What follows belongs to an exercise in optimizing a design on an open flow for small area, a short achievable clock period and few clock cycles; a production flow would make more cautious choices. Function was checked by simulation only, so behaviour that the tests miss may differ from the original. Power and IR drop assume default switching activity.

**flow/run.sh**
```bash
#!/bin/bash
# The standard layout (standard.sh) with two changes:
#  - ports are buffered with sky130_fd_sc_hd__buf_1 instead of the delay
#    buffer that buffer_ports picks by default;
#  - CTS uses small clock buffers and no dummy loads (the tree feeds ~80 flops).
# All tool output goes to standard_flow.log (and ORFS's own logs under orfs/).
set -euo pipefail
export BUFFER_PORTS_ARGS="-buffer_cell sky130_fd_sc_hd__buf_1"
export CTS_ARGS="-sink_clustering_enable -repair_clock_nets -dont_use_dummy_load -buf_list {sky130_fd_sc_hd__clkbuf_4 sky130_fd_sc_hd__clkbuf_8} -root_buf sky130_fd_sc_hd__clkbuf_8"
bash standard.sh "BUFFER_PORTS_ARGS=$BUFFER_PORTS_ARGS" "CTS_ARGS=$CTS_ARGS" finish > standard_flow.log 2>&1
```
**standard.sh**
```bash
#!/bin/bash
# synth_recipe.tcl (not shown) runs the flow's synth.tcl, then flattens the netlist and writes it again
# the make line also repeats each setting of config.mk as NAME=value (left out here)
make -C /OpenROAD-flow-scripts/flow DESIGN_CONFIG=/design/flow/config.mk WORK_HOME=/design/flow/orfs CLKGATE_MAP_FILE= SYNTH_SCRIPT=/design/flow/synth_recipe.tcl "${@:-finish}"
```
**config.mk**
```make
export PLATFORM = sky130hd
export DESIGN_NAME = mul16_top
export DESIGN_NICKNAME = mul16_top
export VERILOG_FILES = /design/flow/design.v
export SDC_FILE = /design/flow/constraint.sdc
export NUM_CORES = 4
export LEC_CHECK = 0
export CAP_MARGIN = 20
export CORE_MARGIN = 2
export CORE_UTILIZATION = 40
export SETUP_SLACK_MARGIN = 3.8
export SLEW_MARGIN = 20
export TNS_END_PERCENT = 10
```
**constraint.sdc**
```tcl
create_clock -name core_clock -period 6.5 [get_ports {clk}]
set_input_delay 1.3000 -clock core_clock [delete_from_list [all_inputs] [get_ports {clk}]]
set_output_delay 1.3000 -clock core_clock [all_outputs]
set_load 0.01 [all_outputs]
```
**design.v**
```verilog
package mul16_pkg;
  localparam int HALF_W = 8;
  localparam int OP_W   = 16;
  localparam int PROD_W = 32;
  localparam int LANES = 4;
  localparam int CLA_GRP = 4;
  localparam int ADR_W = 2;
  typedef enum logic [ADR_W-1:0] {
    REG_OPERANDS = 2'd0,   
    REG_PRODUCT  = 2'd1,
    REG_STATUS   = 2'd2    
  } wb_reg_e;
  typedef enum logic [1:0] {
    ST_IDLE = 2'd0,
    ST_BUSY = 2'd1,
    ST_DONE = 2'd2
  } mul_state_e;
endpackage
`timescale 1ns/1ps
module mul16_top (
  input  logic        clk,
  input  logic        rst,
  input  logic        wb_cyc,
  input  logic        wb_stb,
  input  logic        wb_we,
  input  logic [1:0]  wb_adr,
  input  logic [31:0] wb_dat_w,
  output logic [31:0] wb_dat_r,
  output logic        wb_ack
);
  logic        req;
  logic        accept;
  logic        busy_q;
  logic        done_q;
  logic [3:0]  ph_q;
  logic        rd_ops_q;
  logic        rd_prod_q;
  logic        rd_stat_q;
  logic [15:0] a;
  logic [15:0] b;
  logic [17:0] a3;
  logic [17:0] a3_in;
  logic [3:0]  nib;
  logic [1:0]  s1_q;
  logic [1:0]  s2_q;
  logic [1:0]  s3_q;
  logic [31:0] acc_q;
  logic [19:0] row_a;
  logic [19:0] row_b;
  logic [19:0] cg0;
  logic [19:0] cp0;
  logic [19:0] mac;
  logic pp1;
  logic pp2;
  logic pp3;
  logic pp4;
  logic pp5;
  logic pp6;
  logic pp7;
  logic pp8;
  logic pp9;
  logic pp10;
  logic pp11;
  logic pp12;
  logic pp13;
  logic pp14;
  logic pp15;
  logic pp16;
  logic pp17;
  logic pp18;
  logic pp19;
  logic pp20;
  logic pp21;
  logic pp22;
  logic pp23;
  logic pp24;
  logic pp25;
  logic pp26;
  logic pp27;
  logic pp28;
  logic pp29;
  logic pp30;
  logic pp31;
  logic pp32;
  logic pp33;
  logic pp34;
  logic pp35;
  logic pp36;
  logic ah37;
  logic ah38;
  logic ah39;
  logic ah40;
  logic ah41;
  logic ah42;
  logic ah43;
  logic ah44;
  logic ah45;
  logic ah46;
  logic ah47;
  logic ah48;
  logic ah49;
  logic ah50;
  logic ah51;
  logic ah52;
  logic hs53;
  logic hc54;
  logic fs55;
  logic fc56;
  logic fs57;
  logic fc58;
  logic fs59;
  logic fc60;
  logic fs61;
  logic fc62;
  logic fs63;
  logic fc64;
  logic fs65;
  logic fc66;
  logic fs67;
  logic fc68;
  logic fs69;
  logic fc70;
  logic fs71;
  logic fc72;
  logic fs73;
  logic fc74;
  logic fs75;
  logic fc76;
  logic fs77;
  logic fc78;
  logic fs79;
  logic fc80;
  logic hs81;
  logic hc82;
  logic hs83;
  logic hc84;
  logic xg1;
  logic xg2;
  logic xp2;
  logic xg3;
  logic xp3;
  logic xg4;
  logic xp4;
  logic xg5;
  logic xp5;
  logic xg6;
  logic xp6;
  logic xg7;
  logic xp7;
  logic xg8;
  logic xp8;
  logic xg9;
  logic xp9;
  logic xg10;
  logic xp10;
  logic xg11;
  logic xp11;
  logic xg12;
  logic xp12;
  logic xg13;
  logic xp13;
  logic xg14;
  logic xp14;
  logic xg15;
  logic xp15;
  logic xg16;
  logic xp16;
  logic xg17;
  logic xp17;
  logic xg18;
  logic xp18;
  logic xg19;
  logic xp19;
  logic xg20;
  logic xg21;
  logic xg22;
  logic xp22;
  logic xg23;
  logic xp23;
  logic xg24;
  logic xp24;
  logic xg25;
  logic xp25;
  logic xg26;
  logic xp26;
  logic xg27;
  logic xp27;
  logic xg28;
  logic xp28;
  logic xg29;
  logic xp29;
  logic xg30;
  logic xp30;
  logic xg31;
  logic xp31;
  logic xg32;
  logic xp32;
  logic xg33;
  logic xp33;
  logic xg34;
  logic xp34;
  logic xg35;
  logic xp35;
  logic xg36;
  logic xp36;
  logic xg37;
  logic xp37;
  logic xg38;
  logic xg39;
  logic xg40;
  logic xg41;
  logic xg42;
  logic xp42;
  logic xg43;
  logic xp43;
  logic xg44;
  logic xp44;
  logic xg45;
  logic xp45;
  logic xg46;
  logic xp46;
  logic xg47;
  logic xp47;
  logic xg48;
  logic xp48;
  logic xg49;
  logic xp49;
  logic xg50;
  logic xp50;
  logic xg51;
  logic xp51;
  logic xg52;
  logic xp52;
  logic xg53;
  logic xp53;
  logic xg54;
  logic xg55;
  logic xg56;
  logic xg57;
  logic xg58;
  logic xg59;
  logic xg60;
  logic xg61;
  logic xg62;
  logic xp62;
  logic xg63;
  logic xp63;
  logic xg64;
  logic xp64;
  logic xg65;
  logic xp65;
  logic xg66;
  logic xg67;
  logic xg68;
  logic xg69;
  assign req    = wb_cyc & wb_stb & ~wb_ack;
  assign accept = req & wb_we & (wb_adr == 2'd0) & ~busy_q;
  always_ff @(posedge clk) begin
    if (rst) begin
      wb_ack <= 1'b0;
      done_q <= 1'b0;
      busy_q <= 1'b0;
      ph_q   <= '0;
    end else begin
      wb_ack <= req;
      if (accept) begin
        done_q <= 1'b1;
        busy_q <= 1'b1;
      end else if (ph_q[3]) begin
        busy_q <= 1'b0;
      end
      ph_q <= {ph_q[2:0], accept};
    end
  end
  assign a3_in = {2'b00, wb_dat_w[15:0]} + {1'b0, wb_dat_w[15:0], 1'b0};
  always_ff @(posedge clk) begin
    if (accept) begin
      a  <= wb_dat_w[15:0];
      b  <= wb_dat_w[31:16];
      a3 <= a3_in;
    end
  end
  always_comb begin
    if (accept) begin
      nib = wb_dat_w[19:16];
    end else if (ph_q[0]) begin
      nib = b[7:4];
    end else if (ph_q[1]) begin
      nib = b[11:8];
    end else begin
      nib = b[15:12];
    end
  end
  always_ff @(posedge clk) begin
    s1_q <= {nib[3:2] == 2'd1, nib[1:0] == 2'd1};
    s2_q <= {nib[3:2] == 2'd2, nib[1:0] == 2'd2};
    s3_q <= {nib[3:2] == 2'd3, nib[1:0] == 2'd3};
  end
  assign pp1 = (s1_q[0] & a[0]) | (s3_q[0] & a3[0]);
  assign pp2 = (s1_q[0] & a[1]) | (s2_q[0] & a[0]) | (s3_q[0] & a3[1]);
  assign pp3 = (s1_q[0] & a[2]) | (s2_q[0] & a[1]) | (s3_q[0] & a3[2]);
  assign pp4 = (s1_q[0] & a[3]) | (s2_q[0] & a[2]) | (s3_q[0] & a3[3]);
  assign pp5 = (s1_q[0] & a[4]) | (s2_q[0] & a[3]) | (s3_q[0] & a3[4]);
  assign pp6 = (s1_q[0] & a[5]) | (s2_q[0] & a[4]) | (s3_q[0] & a3[5]);
  assign pp7 = (s1_q[0] & a[6]) | (s2_q[0] & a[5]) | (s3_q[0] & a3[6]);
  assign pp8 = (s1_q[0] & a[7]) | (s2_q[0] & a[6]) | (s3_q[0] & a3[7]);
  assign pp9 = (s1_q[0] & a[8]) | (s2_q[0] & a[7]) | (s3_q[0] & a3[8]);
  assign pp10 = (s1_q[0] & a[9]) | (s2_q[0] & a[8]) | (s3_q[0] & a3[9]);
  assign pp11 = (s1_q[0] & a[10]) | (s2_q[0] & a[9]) | (s3_q[0] & a3[10]);
  assign pp12 = (s1_q[0] & a[11]) | (s2_q[0] & a[10]) | (s3_q[0] & a3[11]);
  assign pp13 = (s1_q[0] & a[12]) | (s2_q[0] & a[11]) | (s3_q[0] & a3[12]);
  assign pp14 = (s1_q[0] & a[13]) | (s2_q[0] & a[12]) | (s3_q[0] & a3[13]);
  assign pp15 = (s1_q[0] & a[14]) | (s2_q[0] & a[13]) | (s3_q[0] & a3[14]);
  assign pp16 = (s1_q[0] & a[15]) | (s2_q[0] & a[14]) | (s3_q[0] & a3[15]);
  assign pp17 = (s2_q[0] & a[15]) | (s3_q[0] & a3[16]);
  assign pp18 = (s3_q[0] & a3[17]);
  assign pp19 = (s1_q[1] & a[0]) | (s3_q[1] & a3[0]);
  assign pp20 = (s1_q[1] & a[1]) | (s2_q[1] & a[0]) | (s3_q[1] & a3[1]);
  assign pp21 = (s1_q[1] & a[2]) | (s2_q[1] & a[1]) | (s3_q[1] & a3[2]);
  assign pp22 = (s1_q[1] & a[3]) | (s2_q[1] & a[2]) | (s3_q[1] & a3[3]);
  assign pp23 = (s1_q[1] & a[4]) | (s2_q[1] & a[3]) | (s3_q[1] & a3[4]);
  assign pp24 = (s1_q[1] & a[5]) | (s2_q[1] & a[4]) | (s3_q[1] & a3[5]);
  assign pp25 = (s1_q[1] & a[6]) | (s2_q[1] & a[5]) | (s3_q[1] & a3[6]);
  assign pp26 = (s1_q[1] & a[7]) | (s2_q[1] & a[6]) | (s3_q[1] & a3[7]);
  assign pp27 = (s1_q[1] & a[8]) | (s2_q[1] & a[7]) | (s3_q[1] & a3[8]);
  assign pp28 = (s1_q[1] & a[9]) | (s2_q[1] & a[8]) | (s3_q[1] & a3[9]);
  assign pp29 = (s1_q[1] & a[10]) | (s2_q[1] & a[9]) | (s3_q[1] & a3[10]);
  assign pp30 = (s1_q[1] & a[11]) | (s2_q[1] & a[10]) | (s3_q[1] & a3[11]);
  assign pp31 = (s1_q[1] & a[12]) | (s2_q[1] & a[11]) | (s3_q[1] & a3[12]);
  assign pp32 = (s1_q[1] & a[13]) | (s2_q[1] & a[12]) | (s3_q[1] & a3[13]);
  assign pp33 = (s1_q[1] & a[14]) | (s2_q[1] & a[13]) | (s3_q[1] & a3[14]);
  assign pp34 = (s1_q[1] & a[15]) | (s2_q[1] & a[14]) | (s3_q[1] & a3[15]);
  assign pp35 = (s2_q[1] & a[15]) | (s3_q[1] & a3[16]);
  assign pp36 = (s3_q[1] & a3[17]);
  assign ah37 = acc_q[16] & ~ph_q[0];
  assign ah38 = acc_q[17] & ~ph_q[0];
  assign ah39 = acc_q[18] & ~ph_q[0];
  assign ah40 = acc_q[19] & ~ph_q[0];
  assign ah41 = acc_q[20] & ~ph_q[0];
  assign ah42 = acc_q[21] & ~ph_q[0];
  assign ah43 = acc_q[22] & ~ph_q[0];
  assign ah44 = acc_q[23] & ~ph_q[0];
  assign ah45 = acc_q[24] & ~ph_q[0];
  assign ah46 = acc_q[25] & ~ph_q[0];
  assign ah47 = acc_q[26] & ~ph_q[0];
  assign ah48 = acc_q[27] & ~ph_q[0];
  assign ah49 = acc_q[28] & ~ph_q[0];
  assign ah50 = acc_q[29] & ~ph_q[0];
  assign ah51 = acc_q[30] & ~ph_q[0];
  assign ah52 = acc_q[31] & ~ph_q[0];
  assign {hc54, hs53} = {1'b0, pp3} + {1'b0, pp19};
  assign {fc56, fs55} = {1'b0, pp4} + {1'b0, pp20} + {1'b0, ah40};
  assign {fc58, fs57} = {1'b0, pp5} + {1'b0, pp21} + {1'b0, ah41};
  assign {fc60, fs59} = {1'b0, pp6} + {1'b0, pp22} + {1'b0, ah42};
  assign {fc62, fs61} = {1'b0, pp7} + {1'b0, pp23} + {1'b0, ah43};
  assign {fc64, fs63} = {1'b0, pp8} + {1'b0, pp24} + {1'b0, ah44};
  assign {fc66, fs65} = {1'b0, pp9} + {1'b0, pp25} + {1'b0, ah45};
  assign {fc68, fs67} = {1'b0, pp10} + {1'b0, pp26} + {1'b0, ah46};
  assign {fc70, fs69} = {1'b0, pp11} + {1'b0, pp27} + {1'b0, ah47};
  assign {fc72, fs71} = {1'b0, pp12} + {1'b0, pp28} + {1'b0, ah48};
  assign {fc74, fs73} = {1'b0, pp13} + {1'b0, pp29} + {1'b0, ah49};
  assign {fc76, fs75} = {1'b0, pp14} + {1'b0, pp30} + {1'b0, ah50};
  assign {fc78, fs77} = {1'b0, pp15} + {1'b0, pp31} + {1'b0, ah51};
  assign {fc80, fs79} = {1'b0, pp16} + {1'b0, pp32} + {1'b0, ah52};
  assign {hc82, hs81} = {1'b0, pp17} + {1'b0, pp33};
  assign {hc84, hs83} = {1'b0, pp18} + {1'b0, pp34};
  assign row_a = {pp36, pp35, hc82, fc80, fc78, fc76, fc74, fc72, fc70, fc68, fc66, fc64, fc62, fc60, fc58, fc56, hc54, ah39, pp2, pp1};
  assign row_b = {1'b0, hc84, hs83, hs81, fs79, fs77, fs75, fs73, fs71, fs69, fs67, fs65, fs63, fs61, fs59, fs57, fs55, hs53, ah38, ah37};
  assign cg0 = row_a & row_b;
  assign cp0 = row_a ^ row_b;
  assign xg1 = cg0[1] | (cp0[1] & cg0[0]);
  assign xg2 = cg0[2] | (cp0[2] & cg0[1]);
  assign xp2 = cp0[2] & cp0[1];
  assign xg3 = cg0[3] | (cp0[3] & cg0[2]);
  assign xp3 = cp0[3] & cp0[2];
  assign xg4 = cg0[4] | (cp0[4] & cg0[3]);
  assign xp4 = cp0[4] & cp0[3];
  assign xg5 = cg0[5] | (cp0[5] & cg0[4]);
  assign xp5 = cp0[5] & cp0[4];
  assign xg6 = cg0[6] | (cp0[6] & cg0[5]);
  assign xp6 = cp0[6] & cp0[5];
  assign xg7 = cg0[7] | (cp0[7] & cg0[6]);
  assign xp7 = cp0[7] & cp0[6];
  assign xg8 = cg0[8] | (cp0[8] & cg0[7]);
  assign xp8 = cp0[8] & cp0[7];
  assign xg9 = cg0[9] | (cp0[9] & cg0[8]);
  assign xp9 = cp0[9] & cp0[8];
  assign xg10 = cg0[10] | (cp0[10] & cg0[9]);
  assign xp10 = cp0[10] & cp0[9];
  assign xg11 = cg0[11] | (cp0[11] & cg0[10]);
  assign xp11 = cp0[11] & cp0[10];
  assign xg12 = cg0[12] | (cp0[12] & cg0[11]);
  assign xp12 = cp0[12] & cp0[11];
  assign xg13 = cg0[13] | (cp0[13] & cg0[12]);
  assign xp13 = cp0[13] & cp0[12];
  assign xg14 = cg0[14] | (cp0[14] & cg0[13]);
  assign xp14 = cp0[14] & cp0[13];
  assign xg15 = cg0[15] | (cp0[15] & cg0[14]);
  assign xp15 = cp0[15] & cp0[14];
  assign xg16 = cg0[16] | (cp0[16] & cg0[15]);
  assign xp16 = cp0[16] & cp0[15];
  assign xg17 = cg0[17] | (cp0[17] & cg0[16]);
  assign xp17 = cp0[17] & cp0[16];
  assign xg18 = cg0[18] | (cp0[18] & cg0[17]);
  assign xp18 = cp0[18] & cp0[17];
  assign xg19 = cg0[19] | (cp0[19] & cg0[18]);
  assign xp19 = cp0[19] & cp0[18];
  assign xg20 = xg2 | (xp2 & cg0[0]);
  assign xg21 = xg3 | (xp3 & xg1);
  assign xg22 = xg4 | (xp4 & xg2);
  assign xp22 = xp4 & xp2;
  assign xg23 = xg5 | (xp5 & xg3);
  assign xp23 = xp5 & xp3;
  assign xg24 = xg6 | (xp6 & xg4);
  assign xp24 = xp6 & xp4;
  assign xg25 = xg7 | (xp7 & xg5);
  assign xp25 = xp7 & xp5;
  assign xg26 = xg8 | (xp8 & xg6);
  assign xp26 = xp8 & xp6;
  assign xg27 = xg9 | (xp9 & xg7);
  assign xp27 = xp9 & xp7;
  assign xg28 = xg10 | (xp10 & xg8);
  assign xp28 = xp10 & xp8;
  assign xg29 = xg11 | (xp11 & xg9);
  assign xp29 = xp11 & xp9;
  assign xg30 = xg12 | (xp12 & xg10);
  assign xp30 = xp12 & xp10;
  assign xg31 = xg13 | (xp13 & xg11);
  assign xp31 = xp13 & xp11;
  assign xg32 = xg14 | (xp14 & xg12);
  assign xp32 = xp14 & xp12;
  assign xg33 = xg15 | (xp15 & xg13);
  assign xp33 = xp15 & xp13;
  assign xg34 = xg16 | (xp16 & xg14);
  assign xp34 = xp16 & xp14;
  assign xg35 = xg17 | (xp17 & xg15);
  assign xp35 = xp17 & xp15;
  assign xg36 = xg18 | (xp18 & xg16);
  assign xp36 = xp18 & xp16;
  assign xg37 = xg19 | (xp19 & xg17);
  assign xp37 = xp19 & xp17;
  assign xg38 = xg22 | (xp22 & cg0[0]);
  assign xg39 = xg23 | (xp23 & xg1);
  assign xg40 = xg24 | (xp24 & xg20);
  assign xg41 = xg25 | (xp25 & xg21);
  assign xg42 = xg26 | (xp26 & xg22);
  assign xp42 = xp26 & xp22;
  assign xg43 = xg27 | (xp27 & xg23);
  assign xp43 = xp27 & xp23;
  assign xg44 = xg28 | (xp28 & xg24);
  assign xp44 = xp28 & xp24;
  assign xg45 = xg29 | (xp29 & xg25);
  assign xp45 = xp29 & xp25;
  assign xg46 = xg30 | (xp30 & xg26);
  assign xp46 = xp30 & xp26;
  assign xg47 = xg31 | (xp31 & xg27);
  assign xp47 = xp31 & xp27;
  assign xg48 = xg32 | (xp32 & xg28);
  assign xp48 = xp32 & xp28;
  assign xg49 = xg33 | (xp33 & xg29);
  assign xp49 = xp33 & xp29;
  assign xg50 = xg34 | (xp34 & xg30);
  assign xp50 = xp34 & xp30;
  assign xg51 = xg35 | (xp35 & xg31);
  assign xp51 = xp35 & xp31;
  assign xg52 = xg36 | (xp36 & xg32);
  assign xp52 = xp36 & xp32;
  assign xg53 = xg37 | (xp37 & xg33);
  assign xp53 = xp37 & xp33;
  assign xg54 = xg42 | (xp42 & cg0[0]);
  assign xg55 = xg43 | (xp43 & xg1);
  assign xg56 = xg44 | (xp44 & xg20);
  assign xg57 = xg45 | (xp45 & xg21);
  assign xg58 = xg46 | (xp46 & xg38);
  assign xg59 = xg47 | (xp47 & xg39);
  assign xg60 = xg48 | (xp48 & xg40);
  assign xg61 = xg49 | (xp49 & xg41);
  assign xg62 = xg50 | (xp50 & xg42);
  assign xp62 = xp50 & xp42;
  assign xg63 = xg51 | (xp51 & xg43);
  assign xp63 = xp51 & xp43;
  assign xg64 = xg52 | (xp52 & xg44);
  assign xp64 = xp52 & xp44;
  assign xg65 = xg53 | (xp53 & xg45);
  assign xp65 = xp53 & xp45;
  assign xg66 = xg62 | (xp62 & cg0[0]);
  assign xg67 = xg63 | (xp63 & xg1);
  assign xg68 = xg64 | (xp64 & xg20);
  assign xg69 = xg65 | (xp65 & xg21);
  assign mac = cp0 ^ {xg68, xg67, xg66, xg61, xg60, xg59, xg58, xg57, xg56, xg55, xg54, xg41, xg40, xg39, xg38, xg21, xg20, xg1, cg0[0], 1'b0};
  always_ff @(posedge clk) begin
    if (busy_q) begin
      acc_q <= {mac, acc_q[15:4]};
    end
  end
  always_ff @(posedge clk) begin
    rd_ops_q  <= wb_adr == 2'd0;
    rd_prod_q <= (wb_adr == 2'd1) & done_q;
    rd_stat_q <= wb_adr == 2'd2;
  end
  assign wb_dat_r = ({32{rd_ops_q}} & {b, a}) |
                    ({32{rd_prod_q}} & acc_q) |
                    ({32{rd_stat_q}} & {30'd0, done_q & ~busy_q, busy_q});
endmodule
```
==> results of run 1 <==
-- synth_stat cells (3+ instances only) --
cell / n / area, um2
xnor2_1: 19 / 166
nand4_1: 3 / 18.8
o21ai_1: 3 / 15.0
fa_1: 15 / 300
a31oi_1: 4 / 25.0
nand2_1: 20 / 75.1
clkbuf_1: 20 / 75.1
mux2i_1: 5 / 50.1
a22o_1: 32 / 280
nor2b_1: 13 / 81.3
ha_1: 39 / 488
o211ai_1: 4 / 30.0
nand2b_1: 20 / 125
o21bai_1: 4 / 30.0
xor2_1: 7 / 61.3
dfxtp_1: 16 / 320
a211oi_1: 5 / 37.5
inv_1: 49 / 184
a21o_1: 6 / 45.0
a21oi_1: 33 / 165
o21a_1: 10 / 75.1
edfxtp_1: 81 / 2430
o21ai_0: 13 / 65.1
a222oi_1: 31 / 310
nor3_1: 5 / 25.0
nor2_1: 34 / 128
-- layer usage --
layer  GRT usage (%)  up-vias
met2            27.2      173
met5               0        -
li1                -     2113
met4            5.56        0
met1            25.3     2110
met3            4.94       18
-- placed cells by master (no fill, tap or decap), types with 3 or more instances in the layout --
master / netlist / final
dfxtp_2: 0 / 5
nor2b_1: 13 / 13
nor3_1: 5 / 5
a222oi_1: 31 / 31
ha_4: 0 / 8
buf_1: 0 / 71
a31oi_1: 4 / 4
nand2_1: 20 / 20
a211oi_1: 5 / 4
o21bai_1: 4 / 3
inv_1: 49 / 45
xnor2_1: 19 / 19
mux2i_1: 5 / 5
a21oi_2: 0 / 5
a22o_1: 32 / 32
edfxtp_1: 81 / 81
dfxtp_4: 0 / 4
o21ai_0: 13 / 13
ha_1: 39 / 31
nor2_1: 34 / 32
a21o_1: 6 / 6
nand2b_1: 20 / 20
fa_1: 15 / 14
nand4_1: 3 / 3
o21a_1: 10 / 10
clkbuf_8: 0 / 9
xor2_1: 7 / 7
buf_4: 0 / 12
a21oi_1: 33 / 28
o211ai_1: 4 / 4
dfxtp_1: 16 / 7
inv_2: 0 / 4
-- area by class of cell --
class | instances | area, um2
Fill cell | 1376 | 7730
Multi-Input combinational cell | 352 | 3000
Sequential cell | 97 | 2770
Timing Repair Buffer | 85 | 379
Tap cell | 184 | 230
Inverter | 49 | 184
Clock buffer | 9 | 124
-- sequential cells by signal (all words and copies together), names as in the netlist --
register,flops
s3_q,2
wb_ack,1
rd_stat_q,1
rd_prod_q,1
s1_q,2
a3,18
rd_ops_q,1
s2_q,2
b,16
acc_q,32
done_q,1
ph_q,4
a,15
busy_q,1
-- repair_timing --
action	4_1_cts	5_1_grt
hold endpoints to repair	0	0
setup buffers	7	5
endpoints found under the setup margin	57	59
pin swaps	10	23
resized for setup	16	17
-- stage by stage --
| step | hold slack, ps | power, mW | setup WS [ps] |
|---|---|---|---|
| finish | 465 | 1.28 | 3320 |
| global route | 480 | 1.35 | 3180 |
| CTS | 467 | 1.28 | 3350 |
| detailed placement | 439 | 0.965 | 3090 |
| global placement | 430 | 0.961 | 3170 |
| floorplan | 414 | 0.903 | 3460 |
-- power groups by stage --
stage | Combinational (mW) | Clock (mW) | Sequential [mW]
finish | 0.267 | 0.306 | 0.707
global route | 0.298 | 0.344 | 0.709
CTS | 0.250 | 0.319 | 0.707
detailed placement | 0.243 | 0 | 0.722
global placement | 0.240 | 0 | 0.721
floorplan | 0.190 | 0 | 0.714
-- critical path, stage by stage (launching register included) --
cell and delay, ps:
edfxtp_1 440, buf_6 150, a222oi_1 470, fa_1 500, inv_2 80, ha_4 210
o21a_1 200, o21a_1 200, o22ai_4 200, o21ai_4 100, a211oi_2 260, xor2_1 90
-- kinds of logic (layout without fill, tap and decap cells) --
group,count (synthesis),after routing,share of synthesized area [%]
adder cells (fa/ha/maj),54,54,13.5
buffers and inverters,70,143,4.52
multiplexers,5,5,0.856
AND/OR/NAND/NOR,107,107,9.20
XOR/XNOR,26,26,3.89
flip-flops,97,97,47.1
AO/OA/AOI/OAI,160,160,21.0
-- worst max path at each step --
stage,start,endpoint,slack (ps)
6_report,a[2],acc_q[31],3320
5_1_grt,a[2],acc_q[31],3180
4_1_cts,a[2],acc_q[28],3350
3_5_place_dp,wb_dat_w[1],a3[15],3090
3_3_place_gp,wb_dat_w[1],a3[15],3170
2_1_floorplan,wb_dat_w[0],a3[13],3460
==> impl_metrics.csv, run 1 <==
group,metric,value,unit
timing,finalHoldViolations,0,
yosys,synth-seq-area-share,47.1,%
route,dr.first_iter.drc_count,385,
power_and_ir_drop,intPower,0.937,mW
cts,clock_sinks,97,
layout,instances_no_fill,776,
cts,tritoncts,"built",
yosys,synth_nets,612,
yosys,synth.avg_cell_area,11.3,um2
cts,cts_buffers,9,
timing,finalCriticalPeriod,3180,ps
route,viasPerCell,5.69,
layout,final_util,46.4,%
power_and_ir_drop,vdd_drop_max,0.000126,V
cts,clock_latency,380,ps
route,highest_layer,"met4",
cts,clkTransAtPathRegs,100,ps
power_and_ir_drop,pwr-share-comb,20.9,%
floorplanning,num_rows,44,
worst_hold_path,hp-class,"register to register",
placed_design,dp_hpwl,10.4,mm
yosys,synth_seq_cells,97,
timing,rsz0062_at_grt,"yes",
floorplanning,dieArea,0.0156,mm2
route,drc,0,
route,ant_nets,0,
setup_path,cp-start-kind,"register",
yosys,synth_flop_cell,"edfxtp_1",
yosys,synth-edff-count,81,
global_route,grt_start_max_net_pins,58,
power_and_ir_drop,power.net_switching,0.343,mW
route,wl_met3,984,um
cts,cts_buffer_depth,2,
timing,tightest_slew,744,ps
route,routedWlPerCell,18.1,um
worst_hold_path,hold_end,"ph_q[3]",
floorplanning,die_y,125,um
setup_path,crit_type,"register to register",
cts,cts_root_buf,"clkbuf_8",
timing,max_freq,0.314,GHz
floorplanning,ios,72,
route,vias,4414,
route,wl_met1,6.74,mm
layout,finalInstanceArea,0.00669,mm2
layout,area_delta_synth_final,14.4,%
placed_design,place_area,0.00634,mm2
global_route,grt-ovfl-total,0,
power_and_ir_drop,p_leak,2.50,nW
setup_path,critPathMaxFanout,4,
setup_path,reg2reg_depth,11,
setup_path,worstPathRequired,6610,ps
setup_path,crit_arrival,3290,ps
setup_path,r2r_end,"acc_q[31]",
global_route,antenna_found_initial,0,
route,wl_met2,6.07,mm
global_route,track_usage,18.0,%
placed_design,gp_congestion,0.882,
timing,finalCritPeriodShare,49.0,%
layout,fin_nets,687,
floorplanning,die_w,125,um
layout,drive_above_1_share,10.1,%
timing,setup_viol,0,
power_and_ir_drop,clkPwrFrac,23.9,%
placed_design,numPortBuffers,71,
power_and_ir_drop,p_sw_share,26.8,%
timing,maxSlewViolCount,0,
timing,final.setup_skew,28.6,ps
floorplanning,core,0.0144,mm2
route,firstDrtPassIters,8,
placed_design,dp_cells,755,
yosys,synthesis.area,0.00585,mm2
yosys,synthArstFlopShare,0,%
layout,n_antenna_cell,0,
global_route,grt_pass1_wl,22.0,mm
route,drt-total-wl,14.1,mm
status,status,"complete, no violations",
flow_run,drv_cap,0,
power_and_ir_drop,power_density,191,mW/mm2
setup_path,worstReg2RegStart,"a[2]",
timing,slew_headroom,50.4,%
cts,holdBufCountCts,0,
setup_path,reg2reg_slack,3320,ps
worst_hold_path,hp-start,"ph_q[2]",
yosys,synthCells,519,
global_route,first_global_vias,4182,
setup_path,endpoint_kind,"register",
yosys,ys_warn_count,1,
cts,cts.htree.levels,3,
power_and_ir_drop,seqPwrFrac,55.3,%
timing,setup-tns-final,0,ps
worst_hold_path,hold_depth,1,
yosys,yosysUniqueCellTypes,47,
floorplanning,start_util,40.5,%
Testbench counts, summed over its fixed seeds: cycles 25,600.
==> inputs of run 2 (changes only) <==
--- a/config.mk
+++ b/config.mk
@@ -12,2 +12,2 @@
 export SLEW_MARGIN = 20
-export TNS_END_PERCENT = 10
+export TNS_END_PERCENT = 5
==> impl_metrics.csv, run 2 <==
group,metric,value,unit
yosys,synth_simple_gate_area_share,9.20,%
floorplanning,start_util,40.5,%
power_and_ir_drop,p_total,1.28,mW
route,firstDrtPassIters,7,
flow_run,drv_cap,0,
layout,seq_area,0.00278,mm2
status,status,"complete, no violations",
yosys,synth_top_area_cell,"edfxtp_1",
layout,area_delta_synth_final,15.4,%
power_and_ir_drop,vdd_drop_max,0.0000918,V
floorplanning,die_y,125,um
layout,n_antenna_cell,0,
setup_path,crit_arrival,3400,ps
cts,cts.htree.levels,3,
timing,finalCriticalPeriod,3160,ps
yosys,ys_top_cells_by_count,"edfxtp_1 (81), inv_1 (49), ha_1 (39), nor2_1 (34), a21oi_1 (33)",
timing,finalHoldViolations,0,
power_and_ir_drop,intPower,0.936,mW
timing,maxSlewViolCount,0,
global_route,antenna_found_initial,0,
layout,instances_no_fill,786,
power_and_ir_drop,p_leak,2.55,nW
timing,finalCritPeriodShare,48.7,%
timing,slew_headroom,52.7,%
timing,tightest_slew,710,ps
timing,rsz0062_at_grt,"yes",
floorplanning,core,0.0144,mm2
placed_design,gp_congestion,0.813,
yosys,synth.avg_cell_area,11.3,um2
yosys,synthCells,519,
layout,layout_commonest_cell,"edfxtp_1",
layout,reg_top3,"acc_q (32), a3 (18), b (16)",
yosys,synthMostInstantiatedCell,"edfxtp_1",
setup_path,critPathMaxFanout,4,
global_route,grt_pass1_wl,21.6,mm
placed_design,dp_cells,755,
yosys,synth_top_family_by_area,"compound AO/OA/AOI/OAI gates",
floorplanning,die_w,125,um
yosys,synth.area.mux_share,0.856,%
yosys,synthTopCellsByArea,"edfxtp_1 (42%), ha_1 (8.3%), dfxtp_1 (5.5%)",
route,routedWlPerCell,17.8,um
yosys,synth-edff-count,81,
layout,final_cell_mix,"edfxtp_1 (81), buf_1 (71), inv_1 (46)",
yosys,synth_nets,612,
power_and_ir_drop,power_density,190,mW/mm2
placed_design,dp_hpwl,10.3,mm
yosys,synthAdderAreaFrac,13.5,%
cts,holdBufCountCts,0,
global_route,track_usage,17.5,%
layout,largest_register,"acc_q",
route,viasPerCell,5.62,
global_route,grt-ovfl-total,0,
cts,tritoncts,"built",
layout,drive_above_1_share,11.5,%
cts,clock_latency,390,ps
power_and_ir_drop,clkPwrFrac,24.1,%
cts,cts_root_buf,"clkbuf_8",
global_route,grt_start_max_net_pins,57,
cts,clkTransAtPathRegs,90,ps
route,vias,4414,
route,dr.first_iter.drc_count,470,
layout,largest_reg_flops,32,
yosys,synthesis.area,0.00585,mm2
power_and_ir_drop,pwr-share-comb,20.8,%
route,drc,0,
yosys,synth-seq-area-share,47.1,%
floorplanning,dieArea,0.0156,mm2
setup_path,reg2reg_slack,3340,ps
floorplanning,num_rows,44,
yosys,yosys.area.top_type_share,41.6,%
setup_path,crit_type,"register to register",
yosys,yosysUniqueCellTypes,47,
yosys,synth_xor_area_share,3.89,%
timing,setup_viol,0,
timing,final.setup_skew,33.4,ps
route,drt-total-wl,14.0,mm
yosys,synthArstFlopShare,0,%
cts,cts_buffers,9,
yosys,ys_warn_count,1,
timing,max_freq,0.316,GHz
cts,clock_sinks,97,
layout,multi_input_comb_area,0.00297,mm2
timing,setup-tns-final,0,ps
cts,cts_buffer_depth,2,
setup_path,cp-start-kind,"register",
worst_hold_path,hp-class,"register to register",
yosys,synth_seq_cells,97,
power_and_ir_drop,power.net_switching,0.346,mW
yosys,synth_flop_cell,"edfxtp_1",
yosys,synth-compound-area-share,21.0,%
power_and_ir_drop,p_sw_share,27.0,%
power_and_ir_drop,seqPwrFrac,55.1,%
setup_path,endpoint_kind,"register",
placed_design,numPortBuffers,71,
floorplanning,ios,72,
layout,fin_nets,697,
layout,nFillCells,1359,
global_route,first_global_vias,4078,
route,ant_nets,0,
setup_path,worstPathRequired,6740,ps
==> run 2: cell counts after synthesis <==
Identical to the previous run, type by type.
==> run 2: per-layer routing <==
| layer | part of all wire, % | up-vias | global-route usage (%) | wire length [um] |
|---|---|---|---|---|
| met5 | 0 | - | 0 | 0 |
| met1 | 47 | 2080 | 25.1 | 6580 |
| met4 | 3.4 | 0 | 8.04 | 475 |
| li1 | - | 2134 | - | - |
| met2 | 43 | 174 | 25.3 | 6020 |
| met3 | 6.7 | 26 | 4.04 | 935 |
==> run 2: what timing repair did <==
action,4_1_cts,5_1_grt
setup buffers,13,9
resized for setup,18,17
endpoints found under the setup margin,57,44
pin swaps,12,22
==> run 2: area by class of cell <==
type,count,share of cell area (%)
tap,184,3.41
multi-input combinational,352,44.1
timing repair buffer,95,6.79
clock buffer,9,1.84
sequential,97,41.2
inverter,49,2.73
==> run 2: through the flow <==
stage | setup slack, ps | utilization, % | cell area [um2] | hold slack, ps
2_1_floorplan | 3460 | - | 5920 | 414
3_3_place_gp | 3180 | 43.9 | 6330 | 431
3_5_place_dp | 3110 | 43.9 | 6330 | 436
4_1_cts | 3380 | 45.8 | 6600 | 463
5_1_grt | 3230 | 46.8 | 6750 | 480
6_report | 3340 | 46.8 | 6750 | 458
==> run 2: path summary, 6_finish.rpt <==
path | start | end | depth (start not counted)
worst min-delay path | ph_q[2] | ph_q[3] | 1
worst min register to register | ph_q[2] | ph_q[3] | 1
worst max-delay path | a[2] | acc_q[23] | 12
worst max register to register | a[2] | acc_q[23] | 12
==> run 2: worst max-delay path, cell delays in order (launching register included) <==
cell and delay, ps:
edfxtp_1 440, buf_6 150, buf_4 120, a222oi_1 330, inv_1 80, ha_1 310, ha_1 350, o21ai_0 150
o21bai_2 220, o22ai_4 130, o21a_1 240, or4_1 410, nand4_1 100
==> run 2: cells by family (layout without fill, tap and decap cells) <==
group,count (synthesis),count (layout)
and+or+nand+nor,107,107
DFF,97,97
muxes,5,5
buffers and inverters,70,153
xor gates and xnor gates,26,26
AOI/OAI and AO/OA,160,160
adders and majority gates,54,54
==> run 2: power by group through the flow <==
| stage | clock [mW] | combinational, mW | sequential [mW] |
|---|---|---|---|
| 2_1_floorplan | 0 | 0.190 | 0.714 |
| 3_3_place_gp | 0 | 0.239 | 0.721 |
| 3_5_place_dp | 0 | 0.243 | 0.722 |
| 4_1_cts | 0.319 | 0.250 | 0.706 |
| 5_1_grt | 0.340 | 0.300 | 0.708 |
| 6_report | 0.308 | 0.267 | 0.707 |
==> inputs of run 3 (changes only) <==
--- a/config.mk
+++ b/config.mk
@@ -10,3 +10,3 @@
 export CORE_UTILIZATION = 40
-export SETUP_SLACK_MARGIN = 3.8
+export SETUP_SLACK_MARGIN = 3.4
 export SLEW_MARGIN = 20
==> impl_metrics.csv, run 3 <==
group,metric,value,unit
yosys,synth-seq-area-share,47.1,%
route,vias,4408,
floorplanning,core,0.0144,mm2
flow_run,drv_cap,0,
global_route,first_global_vias,4265,
timing,finalCriticalPeriod,3180,ps
yosys,synth_nets,612,
timing,max_freq,0.314,GHz
layout,final_cell_mix,"edfxtp_1 (81), buf_1 (71), inv_1 (49)",
timing,finalHoldViolations,0,
worst_hold_path,hp-start,"acc_q[13]",
timing,finalCritPeriodShare,48.9,%
power_and_ir_drop,power_density,193,mW/mm2
layout,n_antenna_cell,0,
layout,instances_no_fill,777,
route,ant_nets,0,
cts,cts_buffer_depth,2,
worst_hold_path,hold_end,"acc_q[9]",
yosys,synthTopCellsByArea,"edfxtp_1 (42%), ha_1 (8.3%), dfxtp_1 (5.5%)",
layout,final_util,45.2,%
floorplanning,die_w,125,um
global_route,grt_start_max_net_pins,58,
floorplanning,dieArea,0.0156,mm2
global_route,grt_pass1_wl,22.2,mm
route,routedWlPerCell,17.7,um
status,status,"complete, no violations",
timing,tightest_slew,717,ps
worst_hold_path,hold_depth,0,
route,viasPerCell,5.67,
yosys,synth_seq_cells,97,
yosys,ys_top_cells_by_count,"edfxtp_1 (81), inv_1 (49), ha_1 (39), nor2_1 (34), a21oi_1 (33)",
layout,area_delta_synth_final,11.6,%
floorplanning,start_util,40.5,%
timing,setup_viol,0,
cts,cts_buffers,9,
power_and_ir_drop,vdd_drop_max,0.0000866,V
global_route,antenna_found_initial,0,
cts,clkTransAtPathRegs,90,ps
power_and_ir_drop,p_total,1.26,mW
setup_path,critPathMaxFanout,4,
placed_design,dp_hpwl,10.5,mm
setup_path,r2r_end,"acc_q[23]",
yosys,synth_flop_cell,"edfxtp_1",
layout,finalInstanceArea,0.00652,mm2
cts,tritoncts,"built",
setup_path,endpoint_kind,"register",
floorplanning,ios,72,
timing,slew_headroom,52.2,%
layout,drive_above_1_share,6.58,%
setup_path,crit_arrival,3410,ps
yosys,synthArstFlopShare,0,%
cts,cts.htree.levels,3,
timing,maxSlewViolCount,0,
yosys,synthMostInstantiatedCell,"edfxtp_1",
route,drc,0,
yosys,yosysUniqueCellTypes,47,
placed_design,dp_cells,755,
yosys,synth_top_area_cell,"edfxtp_1",
cts,clock_latency,370,ps
yosys,synth.avg_cell_area,11.3,um2
route,dr.first_iter.drc_count,369,
global_route,track_usage,17.9,%
yosys,yosys.area.top_type_share,41.6,%
setup_path,worstPathRequired,6730,ps
cts,clock_sinks,97,
setup_path,reg2reg_slack,3320,ps
yosys,synthCells,519,
layout,layout_commonest_cell,"edfxtp_1",
setup_path,worstReg2RegStart,"a[3]",
placed_design,place_area,0.00629,mm2
route,firstDrtPassIters,7,
cts,cts_root_buf,"clkbuf_8",
route,drt-total-wl,13.8,mm
yosys,synthesis.area,0.00585,mm2
power_and_ir_drop,p_leak,2.51,nW
global_route,grt-ovfl-total,0,
layout,fin_nets,688,
yosys,ys_warn_count,1,
layout,reg_top3,"acc_q (32), a3 (18), b (16)",
placed_design,numPortBuffers,71,
timing,final.setup_skew,18.2,ps
timing,rsz0062_at_grt,"yes",
worst_hold_path,hp-class,"register to register",
setup_path,crit_type,"register to register",
floorplanning,num_rows,44,
setup_path,cp-start-kind,"register",
yosys,synth-edff-count,81,
timing,setup-tns-final,0,ps
floorplanning,die_y,125,um
layout,largest_reg_flops,32,
placed_design,gp_congestion,0.870,
setup_path,reg2reg_depth,10,
cts,holdBufCountCts,0,
layout,nFillCells,1375,
layout,largest_register,"acc_q",
-- run 3: cell count changes in the layout (fill, tap and decap cells not counted), moves of 2 or more --
cell	previous run	this run
inv_1	46	49
inv_2	3	0
dfxtp_4	5	0
dfxtp_2	4	9
ha_4	5	0
ha_2	2	0
buf_4	21	15
ha_1	32	39
a21oi_1	28	33
a21oi_2	5	0
buf_6	3	0
-- run 3: critical path: stages, from the launching register on --
cell and delay [ps]:
edfxtp_1 460, a222oi_1 530, fa_1 480, inv_1 70, ha_1 190, o21ai_0 110, o21bai_1 280, o22ai_2 170
o21a_1 250, or4_1 410, nand4_1 100
-- run 3: cell type report --
class	instances	area, um2	area share (%)
clock buffer	9	124	1.90
sequential	97	2760	42.4
inverter	49	184	2.82
timing repair buffer	86	379	5.81
multi-input combinational	352	2840	43.6
tap	184	230	3.53
-- run 3: worst max-delay path by stage --
| stage | slack, ps | end | startpoint |
|---|---|---|---|
| 4_1_cts | 3300 | acc_q[28] | a[5] |
| 3_5_place_dp | 3100 | a3[15] | wb_dat_w[1] |
| 5_1_grt | 3100 | acc_q[28] | a[11] |
| 2_1_floorplan | 3340 | acc_q[28] | s3_q[0] |
| 6_report | 3320 | acc_q[23] | a[3] |
| 3_3_place_gp | 3130 | a3[15] | wb_dat_w[1] |
-- run 3: cells by family after synthesis --
group | synth area share (%)
muxes | 0.856
adders and majority gates | 13.5
AOI/OAI and AO/OA | 21.0
buffers and inverters | 4.52
DFF | 47.1
and+or+nand+nor | 9.20
xor gates and xnor gates | 3.89
-- run 3: layer usage --
layer	wire, um	GRT usage (%)	vias to the layer above
li1	-	-	2113
met1	6490	25.7	2084
met2	6090	27.7	197
met3	1010	3.91	14
met4	178	4.64	0
met5	0	0	-
-- run 3: power breakdown --
part / internal, mW / switching (mW) / leakage, nW
Combinational: 0.107 / 0.140 / 1.58
Clock: 0.124 / 0.179 / 0.0647
Sequential: 0.694 / 0.0146 / 0.866
Total: 0.925 / 0.333 / 2.51
-- run 3: through the flow --
step | setup slack, ps | hold slack (ps)
3_3_place_gp | 3130 | 434
2_1_floorplan | 3340 | 414
3_5_place_dp | 3100 | 439
6_report | 3320 | 453
5_1_grt | 3100 | 478
4_1_cts | 3300 | 461
-- run 3: what timing repair did --
item,4_1_cts,5_1_grt
pin swaps,5,5
resized for setup,10,0
setup endpoints to repair,40,15
buffers inserted,4,9
==> inputs of run 4 (changes only) <==
--- a/config.mk
+++ b/config.mk
@@ -10,4 +10,5 @@
 export CORE_UTILIZATION = 40
+export PLACE_DENSITY = 0.75
 export SETUP_SLACK_MARGIN = 3.4
 export SLEW_MARGIN = 20
-export TNS_END_PERCENT = 5
+export TNS_END_PERCENT = 20
==> impl_metrics.csv, run 4 <==
group,metric,value,unit
layout,reg_top3,"acc_q (32), a3 (18), b (16)",
setup_path,critPathMaxFanout,5,
layout,largest_reg_flops,32,
floorplanning,ios,72,
route,ant_nets,0,
yosys,synth_nets,612,
worst_hold_path,hp-start,"acc_q[10]",
cts,tritoncts,"built",
placed_design,gp_congestion,0.916,
placed_design,dp_cells,757,
flow_run,drv_cap,0,
cts,clock_sinks,97,
timing,setup-tns-final,0,ps
floorplanning,core,0.0144,mm2
yosys,synth-edff-count,81,
route,drt-total-wl,14.1,mm
setup_path,crit_arrival,3370,ps
cts,clkTransAtPathRegs,90,ps
floorplanning,die_w,125,um
yosys,synthCells,519,
layout,finalInstanceArea,0.00662,mm2
yosys,synth.area.mux_share,0.856,%
yosys,ys_top_cells_by_count,"edfxtp_1 (81), inv_1 (49), ha_1 (39), nor2_1 (34), a21oi_1 (33)",
route,vias,4609,
floorplanning,num_rows,44,
layout,final_cell_mix,"edfxtp_1 (81), buf_1 (71), inv_1 (48)",
yosys,synthesis.area,0.00585,mm2
setup_path,reg2reg_depth,9,
yosys,synthArstFlopShare,0,%
layout,drive_above_1_share,8.95,%
power_and_ir_drop,p_leak,2.51,nW
cts,cts_buffers,9,
setup_path,cp-start-kind,"register",
yosys,synth_seq_cells,97,
power_and_ir_drop,power_density,195,mW/mm2
yosys,yosys.area.top_type_share,41.6,%
power_and_ir_drop,p_total,1.29,mW
yosys,synth.avg_cell_area,11.3,um2
yosys,yosysUniqueCellTypes,47,
yosys,synth_top_area_cell,"edfxtp_1",
route,routedWlPerCell,18.2,um
cts,clock_latency,380,ps
global_route,first_global_vias,4530,
global_route,grt-ovfl-total,0,
floorplanning,die_y,125,um
timing,tightest_slew,912,ps
setup_path,cpPeakStageDelay,490,ps
cts,cts_root_buf,"clkbuf_8",
cts,cts.htree.levels,3,
worst_hold_path,hold_end,"acc_q[6]",
yosys,synth_simple_gate_area_share,9.20,%
yosys,synthAdderAreaFrac,13.5,%
layout,instances_no_fill,776,
floorplanning,dieArea,0.0156,mm2
timing,slew_headroom,39.1,%
setup_path,r2r_end,"acc_q[28]",
cts,cts_buffer_depth,2,
yosys,synthMostInstantiatedCell,"edfxtp_1",
timing,setup_viol,0,
timing,rsz0062_at_grt,"yes",
yosys,synthTopCellsByArea,"edfxtp_1 (42%), ha_1 (8.3%), dfxtp_1 (5.5%)",
yosys,ys_warn_count,1,
setup_path,critPathTopFamily,"compound AO/OA/AOI/OAI gates",
yosys,synth_top_family_by_area,"compound AO/OA/AOI/OAI gates",
timing,finalCritPeriodShare,48.5,%
global_route,grt_pass1_wl,22.7,mm
yosys,synth_xor_area_share,3.89,%
layout,largest_register,"acc_q",
route,dr.first_iter.drc_count,592,
cts,holdBufCountCts,0,
layout,area_delta_synth_final,13.2,%
yosys,synth-seq-area-share,47.1,%
setup_path,worstPathRequired,6720,ps
placed_design,place_area,0.00630,mm2
global_route,track_usage,18.3,%
placed_design,numPortBuffers,71,
yosys,synth-compound-area-share,21.0,%
layout,n_antenna_cell,0,
layout,seq_area,0.00276,mm2
setup_path,cp_cell_sequence,"a222oi_1 -> fa_1 -> inv_2 -> ha_4 -> a2111o_1 -> o211ai_2 -> a21boi_2 -> or4_1 -> o2111ai_2",
timing,max_freq,0.317,GHz
route,drc,0,
setup_path,worstReg2RegStart,"a[2]",
layout,nFillCells,1359,
setup_path,crit_buf_inv,1,
status,status,"complete, no violations",
setup_path,crit_slowest_cell,"fa_1",
route,firstDrtPassIters,10,
timing,maxSlewViolCount,0,
global_route,grt_start_max_net_pins,58,
layout,layout_commonest_cell,"edfxtp_1",
layout,multi_input_comb_area,0.00294,mm2
route,viasPerCell,5.94,
floorplanning,start_util,40.5,%
worst_hold_path,hp-class,"register to register",
yosys,synth_flop_cell,"edfxtp_1",
worst_hold_path,hold_depth,0,
layout,fin_nets,687,
timing,final.setup_skew,15.4,ps
setup_path,reg2reg_slack,3350,ps
timing,finalHoldViolations,0,
setup_path,crit_type,"register to register",
timing,finalCriticalPeriod,3150,ps
global_route,antenna_found_initial,0,
setup_path,endpoint_kind,"register",
power_and_ir_drop,vdd_drop_max,0.000110,V
placed_design,dp_hpwl,10.5,mm
==> run 4: worst reg2reg max path, delay by kind of cell (launching register included) <==
kind | cells | cell delay [ps]
adder cells (fa/ha/maj) | 2 | 690
AO/OA/AOI/OAI | 5 | 1310
buffers and inverters | 1 | 80
AND/OR/NAND/NOR | 1 | 430
flip-flops | 1 | 480
==> run 4: layout make-up <==
class / instances / share of cell area (%)
repair buffers: 85 / 5.67
clock buffers: 9 / 1.87
flip-flops and latches: 97 / 41.8
multi-input cells: 352 / 44.5
well taps: 184 / 3.48
inverters: 49 / 2.78
==> run 4: cell families after synthesis <==
| group | after synthesis |
|---|---|
| muxes | 5 |
| xor gates and xnor gates | 26 |
| DFF | 97 |
| buffers and inverters | 70 |
| AOI/OAI and AO/OA | 160 |
| and+or+nand+nor | 107 |
| adders and majority gates | 54 |
==> run 4: where the power goes <==
part	internal, mW	leakage, nW	switching (mW)
combinational	0.118	1.58	0.150
clock	0.124	0.0647	0.190
sequential	0.694	0.865	0.0126
total	0.935	2.51	0.353
==> run 4: repair_timing <==
action	CTS	global route
setup endpoints to repair	9	16
pin swaps	6	16
setup buffers	1	9
resized for setup	9	22
==> run 4: per-stage QoR <==
stage                     util, %  hold WS (ps)  worst slack [ps]
after floorplan                 -           414              3340
after global placement       43.7           432              3130
after detailed placement     43.7           436              2980
after CTS                    44.7           447              3350
after global routing         45.9           456              3180
final                        45.9           443              3350
==> run 4: worst max-delay path by stage <==
stage / from / end / slack, ps / cells after the start
finish: a[2] / acc_q[28] / 3350 / 9
global route: a[3] / acc_q[23] / 3180 / 10
CTS: a[5] / acc_q[28] / 3350 / 9
detailed placement: wb_dat_w[1] / a3[15] / 2980 / 10
global placement: wb_dat_w[1] / a3[15] / 3130 / 10
floorplan: s3_q[0] / acc_q[28] / 3340 / 13
==> run 4: metal layers <==
metal  vias up  track usage (%)  routed length (um)
li1       2107                -                   -
met1      2240             22.0                5610
met2       222             31.8                7150
met3        40             3.57                 996
met4         0             8.10                 367
met5         -                0                   0
==> inputs of run 5 (changes only) <==
--- a/config.mk
+++ b/config.mk
@@ -10,3 +10,2 @@
 export CORE_UTILIZATION = 40
-export PLACE_DENSITY = 0.75
 export SETUP_SLACK_MARGIN = 3.4
==> impl_metrics.csv, run 5 <==
group,metric,value,unit
status,status,"complete, no violations",
yosys,synth-seq-area-share,47.1,%
yosys,synthMostInstantiatedCell,"edfxtp_1",
yosys,synth_flop_cell,"edfxtp_1",
setup_path,endpoint_kind,"register",
route,drc,0,
yosys,synth.avg_cell_area,11.3,um2
timing,setup-tns-final,0,ps
layout,area_delta_synth_final,14.0,%
layout,largest_register,"acc_q",
layout,drive_above_1_share,9.63,%
global_route,track_usage,18.1,%
setup_path,crit_slowest_cell,"fa_1",
setup_path,critPathMaxFanout,4,
cts,tritoncts,"built",
layout,layout_commonest_cell,"edfxtp_1",
yosys,synthCells,519,
setup_path,worstPathRequired,6610,ps
global_route,first_global_vias,4317,
worst_hold_path,hp-start,"acc_q[13]",
cts,clock_sinks,97,
floorplanning,start_util,40.5,%
yosys,synthesis.area,0.00585,mm2
power_and_ir_drop,p_leak,2.55,nW
setup_path,crit_arrival,3230,ps
global_route,grt_start_max_net_pins,58,
timing,max_freq,0.321,GHz
cts,cts_buffers,9,
route,ant_nets,0,
floorplanning,die_w,125,um
yosys,synth_seq_cells,97,
route,viasPerCell,5.72,
placed_design,pre_cts_slack,3100,ps
setup_path,cp-start-kind,"register",
yosys,synth_nets,612,
worst_hold_path,hp-class,"register to register",
timing,maxSlewViolCount,0,
yosys,ys_warn_count,1,
route,vias,4496,
floorplanning,num_rows,44,
placed_design,gp_congestion,0.870,
setup_path,worstReg2RegStart,"a[3]",
setup_path,crit_type,"register to register",
yosys,yosys.area.top_type_share,41.6,%
placed_design,numPortBuffers,71,
worst_hold_path,hold_end,"acc_q[9]",
timing,rsz0062_at_grt,"yes",
global_route,grt_pass1_wl,22.5,mm
layout,largest_reg_flops,32,
timing,slew_headroom,51.7,%
worst_hold_path,hold_depth,0,
setup_path,reg2reg_slack,3380,ps
route,routedWlPerCell,17.9,um
route,drt-total-wl,14.1,mm
cts,clkTransAtPathRegs,90,ps
setup_path,r2r_end,"acc_q[31]",
floorplanning,dieArea,0.0156,mm2
cts,cts.htree.levels,3,
floorplanning,die_y,125,um
setup_path,cpPeakStageDelay,480,ps
timing,final.setup_skew,18.0,ps
yosys,synth_top_area_cell,"edfxtp_1",
global_route,grt-ovfl-total,0,
power_and_ir_drop,vdd_drop_max,0.0000879,V
cts,cts_root_buf,"clkbuf_8",
placed_design,dp_hpwl,10.5,mm
yosys,synthArstFlopShare,0,%
timing,finalCriticalPeriod,3120,ps
yosys,yosysUniqueCellTypes,47,
floorplanning,ios,72,
route,firstDrtPassIters,9,
timing,setup_viol,0,
cts,cts_buffer_depth,2,
timing,finalHoldViolations,0,
route,dr.first_iter.drc_count,406,
flow_run,drv_cap,0,
layout,fin_nets,697,
yosys,synth-edff-count,81,
timing,finalCritPeriodShare,47.9,%
power_and_ir_drop,power_density,191,mW/mm2
layout,final_cell_mix,"edfxtp_1 (81), buf_1 (71), inv_1 (47)",
setup_path,reg2reg_depth,10,
cts,clock_latency,380,ps
yosys,synthTopCellsByArea,"edfxtp_1 (42%), ha_1 (8.3%), dfxtp_1 (5.5%)",
setup_path,cp_cell_sequence,"buf_4 -> a222oi_1 -> fa_1 -> inv_1 -> ha_1 -> a211o_1 -> o22ai_2 -> o21ai_2 -> a211oi_1 -> xor2_1",
global_route,antenna_found_initial,0,
layout,n_antenna_cell,0,
timing,tightest_slew,724,ps
yosys,ys_top_cells_by_count,"edfxtp_1 (81), inv_1 (49), ha_1 (39), nor2_1 (34), a21oi_1 (33)",
timing,fin_ws,3380,ps
layout,reg_top3,"acc_q (32), a3 (18), b (16)",
floorplanning,core,0.0144,mm2
run 5: cells by family after synthesis:
family,synth area share (%)
AO/OA/AOI/OAI,21.0
XOR/XNOR,3.89
adder cells (fa/ha/maj),13.5
buffers and inverters,4.52
flip-flops,47.1
multiplexers,0.856
AND/OR/NAND/NOR,9.20
run 5: repair_timing:
item | 4_1_cts | 5_1_grt
hold buffers | 0 | 0
setup endpoints to repair | 40 | 14
pin swaps | 11 | 16
gates resized for setup | 11 | 14
buffers inserted | 11 | 11
run 5: report_power, final:
part	leakage [nW]	switching [mW]	internal, mW
clock network	0.0647	0.181	0.124
registers	0.866	0.0145	0.694
logic	1.62	0.145	0.116
run 5: per-layer routing:
layer	wire (um)	part of all wire, %	up-vias	global-route usage (%)
li1	-	-	2141	-
met1	6630	47	2135	25.9
met2	6170	44	203	27.5
met3	998	7.1	17	3.99
met4	285	2.0	0	5.75
met5	0	0	-	0
run 5: worst max path at each step:
stage,end,slack (ps),startpoint,depth (start not counted)
6_report,acc_q[31],3380,a[3],10
5_1_grt,acc_q[31],3190,a[3],10
4_1_cts,acc_q[28],3350,a[2],9
3_5_place_dp,a3[15],3100,wb_dat_w[1],10
3_3_place_gp,a3[15],3130,wb_dat_w[1],10
2_1_floorplan,acc_q[28],3340,s3_q[0],13
run 5: cell type report:
type,count,area [um2]
fillers,1354,7760
multi-input cells,352,2910
flip-flops and latches,97,2770
repair buffers,95,450
well taps,184,230
inverters,49,184
clock buffers,9,124
run 5: worst max-delay path, delay by kind of cell, from the launching register on:
family          cells  cell delay (ps)
compound gates      5             1310
fa+ha+maj           2              750
flops               1              460
buf+inv             2              240
xor+xnor            1              100
run 5: through the flow:
| step | area [um2] | utilization, % | cells | total power [mW] | hold WS [ps] |
|---|---|---|---|---|---|
| 3_5_place_dp | 6290 | 43.6 | 755 | 0.962 | 439 |
| 6_report | 6660 | 46.2 | 786 | 1.27 | 455 |
| 2_1_floorplan | 5850 | - | 519 | 0.900 | 414 |
| 3_3_place_gp | 6290 | 43.6 | 755 | 0.956 | 434 |
| 5_1_grt | 6660 | 46.2 | 786 | 1.35 | 478 |
| 4_1_cts | 6520 | 45.2 | 775 | 1.27 | 461 |
==> inputs of run 6 (changes only) <==
--- a/config.mk
+++ b/config.mk
@@ -9,3 +9,3 @@
 export CORE_MARGIN = 2
-export CORE_UTILIZATION = 40
+export CORE_UTILIZATION = 50
 export SETUP_SLACK_MARGIN = 3.4
==> impl_metrics.csv, run 6 <==
group,metric,value,unit
power_and_ir_drop,p_total,1.29,mW
yosys,synth_flop_cell,"edfxtp_1",
yosys,synth.avg_cell_area,11.3,um2
timing,setup_viol,0,
setup_path,cp-start-kind,"register",
timing,max_freq,0.316,GHz
yosys,synth_top_area_cell,"edfxtp_1",
route,firstDrtPassIters,13,
setup_path,crit_arrival,3360,ps
setup_path,critPathMaxFanout,4,
timing,rsz0062_at_grt,"yes",
floorplanning,num_rows,39,
layout,n_antenna_cell,0,
yosys,synth-edff-count,81,
worst_hold_path,hp-class,"register to register",
cts,clock_latency,370,ps
route,routedWlPerCell,19.2,um
cts,cts_buffer_depth,2,
yosys,synthesis.area,0.00585,mm2
floorplanning,dieArea,0.0126,mm2
placed_design,dp_hpwl,10.2,mm
cts,cts_buffers,9,
timing,hold_ws,446,ps
layout,seq_area,0.00276,mm2
yosys,synth-seq-area-share,47.1,%
global_route,grt-ovfl-total,0,
layout,largest_reg_flops,32,
route,ant_nets,0,
timing,final.setup_skew,22.4,ps
cts,clkTransAtPathRegs,100,ps
yosys,yosys.area.top_type_share,41.6,%
layout,reg_top3,"acc_q (32), a3 (18), b (16)",
yosys,ys_warn_count,1,
layout,area_delta_synth_final,13.5,%
global_route,antenna_found_initial,0,
cts,clock_sinks,97,
worst_hold_path,hold_depth,1,
placed_design,gp_congestion,0.878,
global_route,grt_start_max_net_pins,58,
placed_design,numPortBuffers,71,
yosys,yosysUniqueCellTypes,47,
power_and_ir_drop,p_leak,2.54,nW
yosys,synth_nets,612,
yosys,synthTopCellsByArea,"edfxtp_1 (42%), ha_1 (8.3%), dfxtp_1 (5.5%)",
layout,nFillCells,1041,
global_route,grt_pass1_wl,22.6,mm
route,drt-total-wl,14.2,mm
timing,slew_headroom,50.3,%
floorplanning,die_w,112,um
cts,cts_root_buf,"clkbuf_8",
power_and_ir_drop,power_density,194,mW/mm2
yosys,synthArstFlopShare,0,%
layout,final_util,58.1,%
route,vias,4496,
floorplanning,die_y,112,um
flow_run,drv_cap,0,
global_route,track_usage,22.9,%
setup_path,crit_type,"register to register",
global_route,first_global_vias,4417,
layout,drive_above_1_share,10.7,%
power_and_ir_drop,vdd_drop_max,0.0000969,V
yosys,synthMostInstantiatedCell,"edfxtp_1",
cts,tritoncts,"built",
cts,cts.htree.levels,3,
timing,finalHoldViolations,0,
route,viasPerCell,6.06,
timing,finalCriticalPeriod,3170,ps
layout,multi_input_comb_area,0.00296,mm2
yosys,ys_top_cells_by_count,"edfxtp_1 (81), inv_1 (49), ha_1 (39), nor2_1 (34), a21oi_1 (33)",
yosys,synthCells,519,
floorplanning,start_util,51.2,%
timing,maxSlewViolCount,0,
floorplanning,ios,72,
timing,setup-tns-final,0,ps
layout,fin_nets,694,
setup_path,reg2reg_depth,10,
layout,layout_commonest_cell,"edfxtp_1",
status,status,"complete, no violations",
yosys,synth_seq_cells,97,
setup_path,worstPathRequired,6700,ps
setup_path,endpoint_kind,"register",
route,dr.first_iter.drc_count,512,
floorplanning,core,0.0114,mm2
timing,tightest_slew,745,ps
route,drc,0,
layout,final_cell_mix,"edfxtp_1 (81), buf_1 (71), inv_1 (46)",
timing,finalCritPeriodShare,48.7,%
layout,largest_register,"acc_q",
[run 6: cell counts after synthesis]
No cell type changed its count.
[run 6: worst max-delay path, cell delays in order, from the launching register on]
cell and delay (ps):
edfxtp_1 470, a222oi_1 510, fa_1 510, inv_2 80, ha_4 200, o211ai_1 210
a21oi_2 90, o211ai_2 290, a21boi_2 130, or4_4 420, o2111ai_2 100
[run 6: repair_timing]
item                                    4_1_cts  5_1_grt
pin swaps                                    10       26
gates resized for setup                      13       20
hold buffers                                  0        0
gates cloned                                  0        0
endpoints found under the setup margin       10       15
setup buffers                                 9        8
endpoints found under the hold margin         0        0
[run 6: cells by family (layout without fill, tap and decap cells)]
logic type	after synthesis	count (layout)	share of synthesized area (%)
buf+inv	70	150	4.52
xor+xnor	26	26	3.89
compound gates	160	160	21.0
flops	97	97	47.1
simple gates	107	107	9.20
fa+ha+maj	54	54	13.5
mux	5	5	0.856
[run 6: report_power, final]
part | internal (mW) | switching, mW | total [mW] | leakage (nW)
clock | 0.125 | 0.190 | 0.315 | 0.0647
sequential | 0.693 | 0.0116 | 0.705 | 0.865
combinational | 0.119 | 0.150 | 0.269 | 1.61
[run 6: path summary, 6_finish.rpt]
check | slack, ps | startpoint | to
worst max-delay path | 3330 | a[3] | acc_q[28]
worst min-delay path | 450 | ph_q[2] | ph_q[3]
worst max register to register | 3330 | a[3] | acc_q[28]
worst min register to register | 450 | ph_q[2] | ph_q[3]
[run 6: area by class of cell]
| cell class | instances | share of cell area (%) |
|---|---|---|
| inverters | 49 | 2.77 |
| well taps | 143 | 2.70 |
| repair buffers | 92 | 6.39 |
| flip-flops and latches | 97 | 41.6 |
| multi-input cells | 352 | 44.6 |
| clock buffers | 9 | 1.87 |
[run 6: stage by stage]
step / area [um2] / instances / worst slack (ps)
floorplan: 5850 / 519 / 3340
CTS: 6480 / 734 / 3300
global placement: 6250 / 716 / 3130
detailed placement: 6250 / 716 / 3020
global route: 6640 / 742 / 3240
finish: 6640 / 742 / 3330
[run 6: per-layer routing]
metal  share of wire, %  GRT usage, %  wire length (um)  vias up
met1                 43          30.9              6160     2167
met3                5.7          3.40               804       24
met4                2.0          8.13               288        0
met2                 49          38.0              6970      180
li1                   -             -                 -     2125
met5                  0             0                 0        -

[what the ideal ports hide]
No port has a modelled driver above. Below, the same layouts with a new extraction and two added sets of constraints. Step 1 assumes that a clkbuf_16 drives the clock port and a buf_2 every other input. Step 2 moves the port delays by t, midway between the first and last clock arrival at a register: inputs arrive t later, outputs are due t later. That takes back most of the time a late clock gives input paths. Three values: no drivers, after step 1, after step 2; two values: the first two.
run | t, ns | slack for setup (ns) | clock arrival spread, ns | slew at the worst register clock pin (ns) | pins driven straight from the clock port
run 1 | 0.406 | 3.318 / 3.318 / 3.075 | 0.032 / 0.031 | 0.10 / 0.10 | 1
run 2 | 0.405 | 3.338 / 3.338 / 3.124 | 0.034 / 0.034 | 0.10 / 0.10 | 1
run 3 | 0.398 | 3.320 / 3.320 / 3.042 | 0.018 / 0.018 | 0.09 / 0.09 | 1
run 4 | 0.408 | 3.348 / 3.348 / 3.003 | 0.015 / 0.015 | 0.09 / 0.09 | 1
run 5 | 0.399 | 3.384 / 3.384 / 3.066 | 0.018 / 0.018 | 0.09 / 0.09 | 1
run 6 | 0.391 | 3.333 / 3.333 / 3.034 | 0.023 / 0.023 | 0.10 / 0.10 | 1
After both steps setup and hold are still met in every run listed. For run 4, which loses most, drivers alone change the setup slack by 0.000 ns; drivers and shift together by -0.345 ns.
